This is an optimization exercise on Yosys and OpenROAD, whose aim is small area, a short achievable clock period and few clock cycles, not a production implementation.
RTL that was checked went through simulation tests only; none was proved equivalent to the original.
Power and IR drop assume default switching activity.

==> v1 <==
Design receiver_expand, start of the top module:
module receiver_expand #(
    parameter int D = 4
) (
    input  logic           clk,
    input  logic           rst,
    input  logic           start,
    input  logic [D-1:0]   alpha,
    input  logic           cw_valid,
    input  logic [127:0]   cw_data,
    output logic           cw_ready,
    output logic           prg_req,
    output logic [127:0]   prg_seed,
    input  logic           prg_ack,
    input  logic [127:0]   prg_left,
    input  logic [127:0]   prg_right,
    output logic           out_valid,
    input  logic           out_ready,
    output logic [D-1:0]   out_index,
    output logic [127:0]   out_data,
    output logic           out_punct,
    output logic           busy,
    output logic           done
);
    localparam int LV = $clog2(D);           
    localparam int CW = $clog2(D + 1);
    localparam logic [LV-1:0] LEAF = LV'(D - 1);
    localparam logic [LV-1:0] LAST = LV'(D - 2);
    logic             act, fin;
    logic [D-1:0]     alpha_q;
    logic [D-1:0]     asr;           
    logic [CW-1:0]    ncw;           
    logic [D:0]       nl;            
    logic             pre;           
    logic             zq;            
    logic             cq;            
    logic             zq1;           
    logic             n15;           
    logic             ncw3, ncw4;    
    logic [D-1:0]     oidx;          
    logic             ov, opunct;    
    logic [1:0]       dep;           
    logic [LV-1:0]    lx, l1, l2;    
    logic             kx, k1, k2;    
    logic             p_z, p_move, p_bexp, p_exp3, p_c4, p_expi, p_acc;
    logic [1:0]       p_pos;         
    logic [127:0]     X, S1, S2, OUT;
    function automatic logic [8:0] plan(
        input logic act_i, input logic fin_i, input logic zq_i, input logic cq_i,
        input logic nl4_i, input logic pre_i, input logic ncw3_i, input logic ncw4_i,
        input logic ov_i, input logic [1:0] dep_i,
        input logic [LV-1:0] lx_i, input logic [LV-1:0] l1_i, input logic [LV-1:0] l2_i,
  ...
==> flow/config.mk <==
export PLATFORM = sky130hd
export DESIGN_NAME = receiver_expand
export DESIGN_NICKNAME = receiver_expand
export VERILOG_FILES = /design/flow/design.v
export SDC_FILE = /design/flow/constraint.sdc
export NUM_CORES = 4
export LEC_CHECK = 0
export CAP_MARGIN = 20
export CELL_PAD_IN_SITES_DETAIL_PLACEMENT = 1
export CORE_MARGIN = 2
export CORE_UTILIZATION = 40
export PLACE_DENSITY = 0.5
export SETUP_SLACK_MARGIN = 2.95
export SLEW_MARGIN = 20
export SYNTH_HIERARCHICAL = 1
export SYNTH_MINIMUM_KEEP_SIZE = 0
==> flow/constraint.sdc <==
create_clock -name core_clock -period 6.0 [get_ports {clk}]
set_input_delay 1.2000 -clock core_clock [delete_from_list [all_inputs] [get_ports {clk}]]
set_output_delay 1.2000 -clock core_clock [all_outputs]
set_load 0.01 [all_outputs]
standard.sh (not shown) runs the stock make flow with config.mk's settings and CLKGATE_MAP_FILE= SYNTH_SCRIPT=/design/flow/synth_recipe.tcl, a recipe that flattens the netlist after the stock synthesis.
==> flow/flow/run.sh <==
#!/bin/bash
# Standard ORFS layout (the standard.sh, all steps unchanged) with one
# difference: the port buffers that global placement inserts use the
# smallest buffer cell; repair_design/repair_timing still resize them.
set -euo pipefail
export BUFFER_PORTS_ARGS="-buffer_cell sky130_fd_sc_hd__buf_1"
bash standard.sh > standard.log 2>&1
==> inputs of v16, as changes to v1 <==
--- a/flow/design.v
+++ b/flow/design.v
@@ -33,53 +33,56 @@
     logic             pre;           
     logic             zq;            
     logic             cq;            
     logic             zq1;           
     logic             n15;           
     logic             ncw3, ncw4;    
     logic [D-1:0]     oidx;          
     logic             ov, opunct;    
-    logic [1:0]       dep;           
+    logic [2:0]       dep;           
     logic [LV-1:0]    lx, l1, l2;    
     logic             kx, k1, k2;    
     logic             p_z, p_move, p_bexp, p_exp3, p_c4, p_expi, p_acc;
     logic [1:0]       p_pos;         
+    logic             p_pop, p_bx;   
+    logic [1:0]       p_ips;         
     logic [127:0]     X, S1, S2, OUT;
     function automatic logic [8:0] plan(
         input logic act_i, input logic fin_i, input logic zq_i, input logic cq_i,
         input logic nl4_i, input logic pre_i, input logic ncw3_i, input logic ncw4_i,
-        input logic ov_i, input logic [1:0] dep_i,
+        input logic ov_i, input logic [2:0] dep_i,
         input logic [LV-1:0] lx_i, input logic [LV-1:0] l1_i, input logic [LV-1:0] l2_i,
         input logic kx_i, input logic k1_i, input logic k2_i);
         logic run, ax, a1, a2, topact, s1act, okacc;
         logic z, move, bexp, exp3, c4, expi, acc;
         logic [1:0] pos;
         run    = act_i && !fin_i;
-        ax     = (dep_i != 2'd0) && !(kx_i && pre_i);
+        ax     = dep_i[0] && !(kx_i && pre_i);
         a1     = dep_i[1]        && !(k1_i && pre_i);
-        a2     = (dep_i == 2'd3) && !(k2_i && pre_i);
+        a2     = dep_i[2] && !(k2_i && pre_i);
         topact = ax && (pre_i || ncw4_i);
         s1act  = a1 && (pre_i || ncw4_i);
         okacc  = !pre_i || ((!ax || lx_i[LV-1]) && (!a1 || l1_i[LV-1]) &&
                             (!a2 || l2_i[LV-1]));
         z    = run && zq_i;
         move = run && !zq_i && topact && (lx_i == LEAF) && !nl4_i;
         bexp = move && s1act && (l1_i != LEAF);
         exp3 = run && !zq_i && topact && (lx_i == LAST) && !nl4_i;
-        c4   = run && ncw3_i && !ov_i && (dep_i == 2'd3) && cq_i;
-        expi = run && (topact || (pre_i && ncw4_i && dep_i != 2'd0)) &&
-               !lx_i[LV-1] && (dep_i != 2'd3);
-        acc  = run && !ncw4_i && (dep_i != 2'd3) && okacc;
+        c4   = run && ncw3_i && !ov_i && dep_i[2] && cq_i;
+        expi = run && (topact || (pre_i && ncw4_i && dep_i[0])) &&
+               !lx_i[LV-1] && !dep_i[2];
+        acc  = run && !ncw4_i && !dep_i[2] && okacc;
         pos  = (pre_i && ax) ? (a1 ? 2'd2 : 2'd1) : 2'd0;
         plan = {z, move, bexp, exp3, c4, expi, acc, pos};
     endfunction
-    assign prg_req  = p_exp3 | p_expi | p_bexp;
+    logic             q_req, q_cwr;   
+    assign prg_req  = q_req;
     assign prg_seed = X;
-    assign cw_ready = p_acc | p_c4;
+    assign cw_ready = q_cwr;
     logic ofree, f_z, f_move, f_bexp, f_pop, f_exp3, f_c4, f_expi, f_acc, f_ld;
     assign ofree  = !ov || out_ready;
     assign f_z    = p_z && ofree;
     assign f_move = p_move && ofree && (!p_bexp || prg_ack);
     assign f_bexp = f_move && p_bexp;
     assign f_pop  = f_move && !p_bexp;
     assign f_exp3 = p_exp3 && ofree && prg_ack;
     assign f_c4   = p_c4 && cw_valid;
@@ -88,49 +91,47 @@
     assign f_ld   = f_z | f_move | f_exp3 | f_c4;
     logic [1:0] ip;
     logic i0, i1, i2;
     assign ip = f_pop ? {1'b0, p_pos[1]} : p_pos;
     assign i0 = f_acc && (ip == 2'd0);
     assign i1 = f_acc && (ip == 2'd1);
     assign i2 = f_acc && (ip == 2'd2);
     function automatic logic [7:0] swap_rules(
-        input logic pre_i, input logic [1:0] dep_i,
+        input logic pre_i, input logic [2:0] dep_i,
         input logic [LV-1:0] lx_i, input logic [LV-1:0] l1_i, input logic [LV-1:0] l2_i,
         input logic kx_i, input logic k1_i, input logic k2_i,
         input logic ncw3_i, input logic ncw4_i, input logic left_i,
         input logic zq_i, input logic zq1_i, input logic n15_i, input logic nl4_i);
         logic ax, a1, a2, s1act, cint, nok;
-        ax    = (dep_i != 2'd0) && !(kx_i && pre_i);
+        ax    = dep_i[0] && !(kx_i && pre_i);
         a1    = dep_i[1]        && !(k1_i && pre_i);
-        a2    = (dep_i == 2'd3) && !(k2_i && pre_i);
+        a2    = dep_i[2] && !(k2_i && pre_i);
         s1act = a1 && (pre_i || ncw4_i);
         cint  = !ncw3_i;                     
         nok   = !zq1_i && !n15_i;
         swap_rules = {
             s1act && (l1_i != LEAF) && nok,
             left_i && cint && nok,
             (l1_i == LEAF) && a1 && (l2_i != LEAF) && a2 && (pre_i || ncw4_i) && nok,
             !cint && left_i && (l1_i != LEAF) && a1 && nok,
             (l1_i == LEAF) && a1 && cint && left_i && nok,
             !pre_i && !cint && ax && (lx_i != LEAF) && !zq_i && !nl4_i,
             (lx_i == LEAF) && ax && pre_i && cint && left_i && !zq_i && !nl4_i,
             ncw4_i && dep_i[1] && (lx_i == LEAF) && (l1_i != LEAF) && !n15_i};
     endfunction
     logic rB, rC, rE, rF, rG, rK0, rK1, rZ, sw_n;
-    logic k_pop, k_bexp, s_f, c_f;
-    assign k_pop  = p_move && !p_bexp;
-    assign k_bexp = p_move && p_bexp;
+    logic s_f, c_f;
     assign s_f    = (p_expi && prg_ack) || (p_exp3 && ofree && prg_ack) ||
                     (p_move && ofree && (prg_ack || !p_bexp));
     assign c_f    = f_acc;
     logic [5:0] sx, ss1, ss2;
     rx_route u_route (
-        .p_expi(p_expi), .p_exp3(p_exp3), .k_bexp(k_bexp), .k_pop(k_pop),
-        .p_bexp(p_bexp), .p_pos(p_pos),
+        .p_expi(p_expi), .p_exp3(p_exp3), .k_bexp(p_bx), .k_pop(p_pop),
+        .p_bexp(p_bexp), .p_pos(p_pos), .p_ips(p_ips),
         .rB(rB), .rC(rC), .rE(rE), .rF(rF), .rG(rG), .rK0(rK0), .rK1(rK1), .rZ(rZ),
         .s_f(s_f), .c_f(c_f), .f_z(f_z),
         .sx(sx), .ss1(ss1), .ss2(ss2), .sw_n(sw_n));
     logic ol, ox, o1, oc, oh;
     assign ol = f_exp3;
     assign ox = f_move && !p_bexp;
     assign o1 = f_move && p_bexp;
     assign oc = f_c4;
@@ -146,52 +147,52 @@
                ({128{oc}} & cw_data) | ({128{oh}} & OUT);
     end
     logic [D:0] nl_inc;
     assign nl_inc = nl + 1'b1;
     logic             act_n, fin_n, pre_n, zq_n, cq_n, zq1_n, n15_n, ncw3_n, ncw4_n, ov_n, opunct_n;
     logic [D-1:0]     alpha_n, asr_n, oidx_n;
     logic [CW-1:0]    ncw_n;
     logic [D:0]       nl_n;
-    logic [1:0]       dep_n, sdep;
+    logic [2:0]       dep_n, sdep;
     logic [LV-1:0]    lx_n, l1_n, l2_n, m0, m1, m2, lnew;
     logic             kx_n, k1_n, k2_n, j0, j1, j2;
     assign lnew   = LV'(ncw);
     always_comb begin
         m0 = lx; m1 = l1; m2 = l2;
         j0 = kx; j1 = k1; j2 = k2;
         sdep = dep;
         if (f_expi) begin
             m0 = lx + 1'b1; j0 = kx;
             m1 = lx + 1'b1; j1 = kx;
             m2 = l1;        j2 = k1;
-            sdep = dep + 1'b1;
+            sdep = {dep[1:0], 1'b1};
         end else if (f_exp3) begin
             m0 = LEAF;
         end else if (f_bexp) begin
             m0 = l1 + 1'b1; j0 = 1'b0;
             m1 = l1 + 1'b1; j1 = 1'b0;
         end else if (f_pop) begin
             m0 = l1; j0 = k1;
             m1 = l2; j1 = k2;
-            sdep = dep - 1'b1;
+            sdep = {1'b0, dep[2:1]};
         end
         lx_n = m0; l1_n = m1; l2_n = m2;
         kx_n = j0; k1_n = j1; k2_n = j2;
         if (i0) begin
             lx_n = lnew; kx_n = !asr[D-1];
             l1_n = m0;   k1_n = j0;
             l2_n = m1;   k2_n = j1;
         end else if (i1) begin
             l1_n = lnew; k1_n = !asr[D-1];
             l2_n = m1;   k2_n = j1;
         end else if (i2) begin
             l2_n = lnew; k2_n = !asr[D-1];
         end
-        dep_n = sdep + {1'b0, f_acc};
+        dep_n = f_acc ? {sdep[1:0], 1'b1} : sdep;
         act_n    = act;
         fin_n    = fin;
         alpha_n  = alpha_q;
         asr_n    = asr;
         ncw_n    = ncw;
         nl_n     = nl;
         pre_n    = pre;
         zq_n     = zq;
@@ -261,27 +262,35 @@
             ov      <= 1'b0;
             p_z     <= 1'b0;
             p_move  <= 1'b0;
             p_bexp  <= 1'b0;
             p_exp3  <= 1'b0;
             p_c4    <= 1'b0;
             p_expi  <= 1'b0;
             p_acc   <= 1'b0;
+            p_pop   <= 1'b0;
+            p_bx    <= 1'b0;
+            q_req   <= 1'b0;
+            q_cwr   <= 1'b0;
         end else begin
             act     <= act_n;
             fin     <= fin_n;
             ov      <= ov_n;
             p_z     <= pl_n[8];
             p_move  <= pl_n[7];
             p_bexp  <= sw_n;
             p_exp3  <= pl_n[5];
             p_c4    <= pl_n[4];
             p_expi  <= pl_n[3];
             p_acc   <= pl_n[2];
+            p_pop   <= pl_n[7] && !sw_n;
+            p_bx    <= pl_n[7] && sw_n;
+            q_req   <= pl_n[5] || pl_n[3] || sw_n;
+            q_cwr   <= pl_n[2] || pl_n[4];
         end
     end
     always_ff @(posedge clk) begin
         alpha_q <= alpha_n;
         asr     <= asr_n;
         ncw     <= ncw_n;
         nl      <= nl_n;
         pre     <= pre_n;
@@ -296,71 +305,70 @@
         dep     <= dep_n;
         lx      <= lx_n;
         l1      <= l1_n;
         l2      <= l2_n;
         kx      <= kx_n;
         k1      <= k1_n;
         k2      <= k2_n;
         p_pos   <= pl_n[1:0];
+        p_ips   <= (pl_n[7] && !sw_n) ? {1'b0, pl_n[1]} : pl_n[1:0];
         {rB, rC, rE, rF, rG, rK0, rK1, rZ} <= rules_n;
     end
     assign out_valid = ov;
     assign out_index = oidx;
     assign out_data  = OUT;
     assign out_punct = opunct;
     assign busy      = act;
     assign done      = fin;
 endmodule
 module rx_route (
     input  logic       p_expi, p_exp3, k_bexp, k_pop, p_bexp,
-    input  logic [1:0] p_pos,
+    input  logic [1:0] p_pos, p_ips,
     input  logic       rB, rC, rE, rF, rG, rK0, rK1, rZ,
     input  logic       s_f, c_f, f_z,
     output logic [5:0] sx, ss1, ss2,
     output logic       sw_n
 );
     localparam logic [5:0] SE0 = 6'b000001, SE1 = 6'b000010, SE2 = 6'b000100,
                            SL  = 6'b001000, SR  = 6'b010000, SC  = 6'b100000;
     function automatic logic [5:0] phys(input logic [5:0] v, input logic swp);
         phys = {v[5:2], swp ? v[0] : v[1], swp ? v[1] : v[0]};
     endfunction
     function automatic logic [17:0] place(input logic [5:0] n0, input logic [5:0] n1,
                                           input logic [5:0] n2, input logic swn,
                                           input logic swc);
         place = {phys(n2, swc), phys(swn ? n0 : n1, swc), phys(swn ? n1 : n0, swc)};
     endfunction
     logic [5:0]  t0, t1, t2;             
-    logic [1:0]  ips;                    
     logic        sws, swsc, swc0;        
     logic [5:0]  u0, u1, u2, w0, w1, w2;
     logic [17:0] v_h, v_z, v_s, v_c, v_sc, v_sel;
     always_comb begin
         if (p_expi)      begin t0 = SL;  t1 = SR;  t2 = SE1; end
         else if (p_exp3) begin t0 = SR;  t1 = SE1; t2 = SE2; end
         else if (k_bexp) begin t0 = SL;  t1 = SR;  t2 = SE2; end
         else             begin t0 = SE1; t1 = SE2; t2 = SE2; end    
-        ips = k_pop ? {1'b0, p_pos[1]} : p_pos;
         u0 = t0; u1 = t1; u2 = t2;
-        case (ips)
+        case (p_ips)
             2'd0:    begin u0 = SC; u1 = t0; u2 = t1; end
             2'd1:    begin u1 = SC; u2 = t1; end
             default: begin u2 = SC; end
         endcase
         w0 = SE0; w1 = SE1; w2 = SE2;
         case (p_pos)
             2'd0:    begin w0 = SC; w1 = SE0; w2 = SE1; end
             2'd1:    begin w1 = SC; w2 = SE1; end
             default: begin w2 = SC; end
         endcase
         if (p_exp3)      sws = rB;
         else if (k_pop)  sws = rE;
         else             sws = 1'b0;
-        if (p_exp3)      swsc = (ips == 2'd1) ? rC : rB;
-        else if (k_pop)  swsc = (ips == 2'd0) ? rF : ((ips == 2'd1) ? rG : rE);
+        if (p_exp3)      swsc = (p_ips == 2'd1) ? rC : rB;
+        else if (k_pop)  swsc = (p_ips == 2'd0) ? rF : ((p_ips == 2'd1) ? rG : rE);
         else             swsc = 1'b0;
         if (p_bexp)      swc0 = 1'b1;
         else if (p_pos == 2'd0) swc0 = rK0;
         else if (p_pos == 2'd1) swc0 = rK1;
         else             swc0 = 1'b0;
         v_h  = place(SE0, SE1, SE2, p_bexp, p_bexp);
         v_z  = place(SE0, SE1, SE2, p_bexp || rZ, p_bexp);
         v_s  = place(t0, t1, t2, sws, p_bexp);
--- a/flow/config.mk
+++ b/flow/config.mk
@@ -6,11 +6,11 @@
 export NUM_CORES = 4
 export LEC_CHECK = 0
 export CAP_MARGIN = 20
 export CELL_PAD_IN_SITES_DETAIL_PLACEMENT = 1
 export CORE_MARGIN = 2
 export CORE_UTILIZATION = 40
 export PLACE_DENSITY = 0.5
 export SETUP_SLACK_MARGIN = 2.95
-export SLEW_MARGIN = 20
+export SLEW_MARGIN = 60
 export SYNTH_HIERARCHICAL = 1
 export SYNTH_MINIMUM_KEEP_SIZE = 0
==> inputs of v32, as changes to v1 <==
--- a/flow/design.v
+++ b/flow/design.v
@@ -33,47 +33,47 @@
     logic             pre;           
     logic             zq;            
     logic             cq;            
     logic             zq1;           
     logic             n15;           
     logic             ncw3, ncw4;    
     logic [D-1:0]     oidx;          
     logic             ov, opunct;    
-    logic [1:0]       dep;           
+    logic [2:0]       dep;           
     logic [LV-1:0]    lx, l1, l2;    
     logic             kx, k1, k2;    
     logic             p_z, p_move, p_bexp, p_exp3, p_c4, p_expi, p_acc;
     logic [1:0]       p_pos;         
     logic [127:0]     X, S1, S2, OUT;
     function automatic logic [8:0] plan(
         input logic act_i, input logic fin_i, input logic zq_i, input logic cq_i,
         input logic nl4_i, input logic pre_i, input logic ncw3_i, input logic ncw4_i,
-        input logic ov_i, input logic [1:0] dep_i,
+        input logic ov_i, input logic [2:0] dep_i,
         input logic [LV-1:0] lx_i, input logic [LV-1:0] l1_i, input logic [LV-1:0] l2_i,
         input logic kx_i, input logic k1_i, input logic k2_i);
         logic run, ax, a1, a2, topact, s1act, okacc;
         logic z, move, bexp, exp3, c4, expi, acc;
         logic [1:0] pos;
         run    = act_i && !fin_i;
-        ax     = (dep_i != 2'd0) && !(kx_i && pre_i);
+        ax     = dep_i[0] && !(kx_i && pre_i);
         a1     = dep_i[1]        && !(k1_i && pre_i);
-        a2     = (dep_i == 2'd3) && !(k2_i && pre_i);
+        a2     = dep_i[2] && !(k2_i && pre_i);
         topact = ax && (pre_i || ncw4_i);
         s1act  = a1 && (pre_i || ncw4_i);
         okacc  = !pre_i || ((!ax || lx_i[LV-1]) && (!a1 || l1_i[LV-1]) &&
                             (!a2 || l2_i[LV-1]));
         z    = run && zq_i;
         move = run && !zq_i && topact && (lx_i == LEAF) && !nl4_i;
         bexp = move && s1act && (l1_i != LEAF);
         exp3 = run && !zq_i && topact && (lx_i == LAST) && !nl4_i;
-        c4   = run && ncw3_i && !ov_i && (dep_i == 2'd3) && cq_i;
-        expi = run && (topact || (pre_i && ncw4_i && dep_i != 2'd0)) &&
-               !lx_i[LV-1] && (dep_i != 2'd3);
-        acc  = run && !ncw4_i && (dep_i != 2'd3) && okacc;
+        c4   = run && ncw3_i && !ov_i && dep_i[2] && cq_i;
+        expi = run && (topact || (pre_i && ncw4_i && dep_i[0])) &&
+               !lx_i[LV-1] && !dep_i[2];
+        acc  = run && !ncw4_i && !dep_i[2] && okacc;
         pos  = (pre_i && ax) ? (a1 ? 2'd2 : 2'd1) : 2'd0;
         plan = {z, move, bexp, exp3, c4, expi, acc, pos};
     endfunction
     assign prg_req  = p_exp3 | p_expi | p_bexp;
     assign prg_seed = X;
     assign cw_ready = p_acc | p_c4;
     logic ofree, f_z, f_move, f_bexp, f_pop, f_exp3, f_c4, f_expi, f_acc, f_ld;
     assign ofree  = !ov || out_ready;
@@ -88,25 +88,25 @@
     assign f_ld   = f_z | f_move | f_exp3 | f_c4;
     logic [1:0] ip;
     logic i0, i1, i2;
     assign ip = f_pop ? {1'b0, p_pos[1]} : p_pos;
     assign i0 = f_acc && (ip == 2'd0);
     assign i1 = f_acc && (ip == 2'd1);
     assign i2 = f_acc && (ip == 2'd2);
     function automatic logic [7:0] swap_rules(
-        input logic pre_i, input logic [1:0] dep_i,
+        input logic pre_i, input logic [2:0] dep_i,
         input logic [LV-1:0] lx_i, input logic [LV-1:0] l1_i, input logic [LV-1:0] l2_i,
         input logic kx_i, input logic k1_i, input logic k2_i,
         input logic ncw3_i, input logic ncw4_i, input logic left_i,
         input logic zq_i, input logic zq1_i, input logic n15_i, input logic nl4_i);
         logic ax, a1, a2, s1act, cint, nok;
-        ax    = (dep_i != 2'd0) && !(kx_i && pre_i);
+        ax    = dep_i[0] && !(kx_i && pre_i);
         a1    = dep_i[1]        && !(k1_i && pre_i);
-        a2    = (dep_i == 2'd3) && !(k2_i && pre_i);
+        a2    = dep_i[2] && !(k2_i && pre_i);
         s1act = a1 && (pre_i || ncw4_i);
         cint  = !ncw3_i;                     
         nok   = !zq1_i && !n15_i;
         swap_rules = {
             s1act && (l1_i != LEAF) && nok,
             left_i && cint && nok,
             (l1_i == LEAF) && a1 && (l2_i != LEAF) && a2 && (pre_i || ncw4_i) && nok,
             !cint && left_i && (l1_i != LEAF) && a1 && nok,
@@ -146,52 +146,52 @@
                ({128{oc}} & cw_data) | ({128{oh}} & OUT);
     end
     logic [D:0] nl_inc;
     assign nl_inc = nl + 1'b1;
     logic             act_n, fin_n, pre_n, zq_n, cq_n, zq1_n, n15_n, ncw3_n, ncw4_n, ov_n, opunct_n;
     logic [D-1:0]     alpha_n, asr_n, oidx_n;
     logic [CW-1:0]    ncw_n;
     logic [D:0]       nl_n;
-    logic [1:0]       dep_n, sdep;
+    logic [2:0]       dep_n, sdep;
     logic [LV-1:0]    lx_n, l1_n, l2_n, m0, m1, m2, lnew;
     logic             kx_n, k1_n, k2_n, j0, j1, j2;
     assign lnew   = LV'(ncw);
     always_comb begin
         m0 = lx; m1 = l1; m2 = l2;
         j0 = kx; j1 = k1; j2 = k2;
         sdep = dep;
         if (f_expi) begin
             m0 = lx + 1'b1; j0 = kx;
             m1 = lx + 1'b1; j1 = kx;
             m2 = l1;        j2 = k1;
-            sdep = dep + 1'b1;
+            sdep = {dep[1:0], 1'b1};
         end else if (f_exp3) begin
             m0 = LEAF;
         end else if (f_bexp) begin
             m0 = l1 + 1'b1; j0 = 1'b0;
             m1 = l1 + 1'b1; j1 = 1'b0;
         end else if (f_pop) begin
             m0 = l1; j0 = k1;
             m1 = l2; j1 = k2;
-            sdep = dep - 1'b1;
+            sdep = {1'b0, dep[2:1]};
         end
         lx_n = m0; l1_n = m1; l2_n = m2;
         kx_n = j0; k1_n = j1; k2_n = j2;
         if (i0) begin
             lx_n = lnew; kx_n = !asr[D-1];
             l1_n = m0;   k1_n = j0;
             l2_n = m1;   k2_n = j1;
         end else if (i1) begin
             l1_n = lnew; k1_n = !asr[D-1];
             l2_n = m1;   k2_n = j1;
         end else if (i2) begin
             l2_n = lnew; k2_n = !asr[D-1];
         end
-        dep_n = sdep + {1'b0, f_acc};
+        dep_n = f_acc ? {sdep[1:0], 1'b1} : sdep;
         act_n    = act;
         fin_n    = fin;
         alpha_n  = alpha_q;
         asr_n    = asr;
         ncw_n    = ncw;
         nl_n     = nl;
         pre_n    = pre;
         zq_n     = zq;
--- a/flow/config.mk
+++ b/flow/config.mk
@@ -4,13 +4,15 @@
 export VERILOG_FILES = /design/flow/design.v
 export SDC_FILE = /design/flow/constraint.sdc
 export NUM_CORES = 4
 export LEC_CHECK = 0
 export CAP_MARGIN = 20
 export CELL_PAD_IN_SITES_DETAIL_PLACEMENT = 1
 export CORE_MARGIN = 2
 export CORE_UTILIZATION = 40
+export CTS_CLUSTER_DIAMETER = 100
+export CTS_CLUSTER_SIZE = 22
 export PLACE_DENSITY = 0.5
 export SETUP_SLACK_MARGIN = 2.95
 export SLEW_MARGIN = 20
 export SYNTH_HIERARCHICAL = 1
 export SYNTH_MINIMUM_KEEP_SIZE = 0
==> summary of the runs <==
- v16 completed without violations. v1 went through all stages and came out clean. v32 passed the timing, DRC and antenna checks.
- Total power: v1 > v16 > v32.
- Synthesized cell count: v32 is smaller than v16 (0.61%).
- Die area: v16 > v1 > v32.
- Combinational power, lowest first: v16, v32, v1.
- Setup slack: v1 is worse than v16 (81 ps).
- In hold slack, v16 and v1 hardly differ.
==> figures <==
Area occupied by registers: v1 11680 µm²; v16 11840 µm²; v32 11700 µm²
Width of the die: v1 260.8 µm; v16 261.0 µm; v32 260.2 µm
Total wire length: v1 144000 µm; v16 137300 µm; v32 145300 µm
Critical R2R Launch: v1 p_bexp; v16 p_ips[1]; v32 p_bexp
Slack of the worst reg-to-reg path: v1 2980 ps; v16 3040 ps; v32 2950 ps
Area enclosed by the die boundary: v1 68030 µm²; v16 68140 µm²; v32 67690 µm²
Worst Hold Slack: v1 449.2 ps; v16 449.1 ps; v32 459.5 ps
Clock network latency to the later pin of the worst-skew pair: v1 610 ps; v16 620 ps; v32 600 ps
Buffering stage count on the worst path with inverters included: v1 4; v16 5; v32 5
Pre-CTS setup slack: v1 1158 ps; v16 1713 ps; v32 1194 ps
Run status: v1 complete, no violations; v16 complete, no violations; v32 complete, no violations
Met3 WL: v1 15960 µm; v16 14210 µm; v32 15660 µm
Via count of the first global-routing pass: v1 30905; v16 31089; v32 30601
Maximum fanout encountered on the critical timing path: v1 46; v16 32; v32 16
Testbench counts of v16, summed over its fixed seeds: cycles 4,363.
Testbench counts of v32, summed over its fixed seeds: cycles 4,363.
Function not checked in v1: the RTL went through the layout flow alone.

[separate check: timing with driven ports]
In the flow no input, the clock included, has a driving cell. The finished layouts below were timed again as built, in two steps.
Step 1 assumes that a clkbuf_16 drives the clock port and a buf_2 every other input.
Step 2 moves the port delays by t, midway between the first and last clock arrival at a register: inputs arrive t later, outputs are due t later. That takes back most of the time a late clock gives input paths.
Slacks: ideal ports / drivers / drivers and shift; pairs: ideal ports / drivers.
| run | t, ns | setup WS [ns] | clock arrival spread, ns | worst data-port slew with drivers (ns) | pins driven straight from the clock port |
|---|---|---|---|---|---|
| v1 | 0.671 | 2.892 / 2.904 / 2.233 | 0.023 / 0.023 | 0.15 | 1 |
| v16 | 0.677 | 2.973 / 3.005 / 2.328 | 0.024 / 0.024 | 0.15 | 1 |
| v32 | 0.659 | 2.949 / 2.925 / 2.342 | 0.027 / 0.027 | 0.17 | 1 |
After both steps every run listed still meets setup and hold. For v1, which loses most, drivers alone change the setup slack by +0.012 ns; drivers and shift together by -0.659 ns.
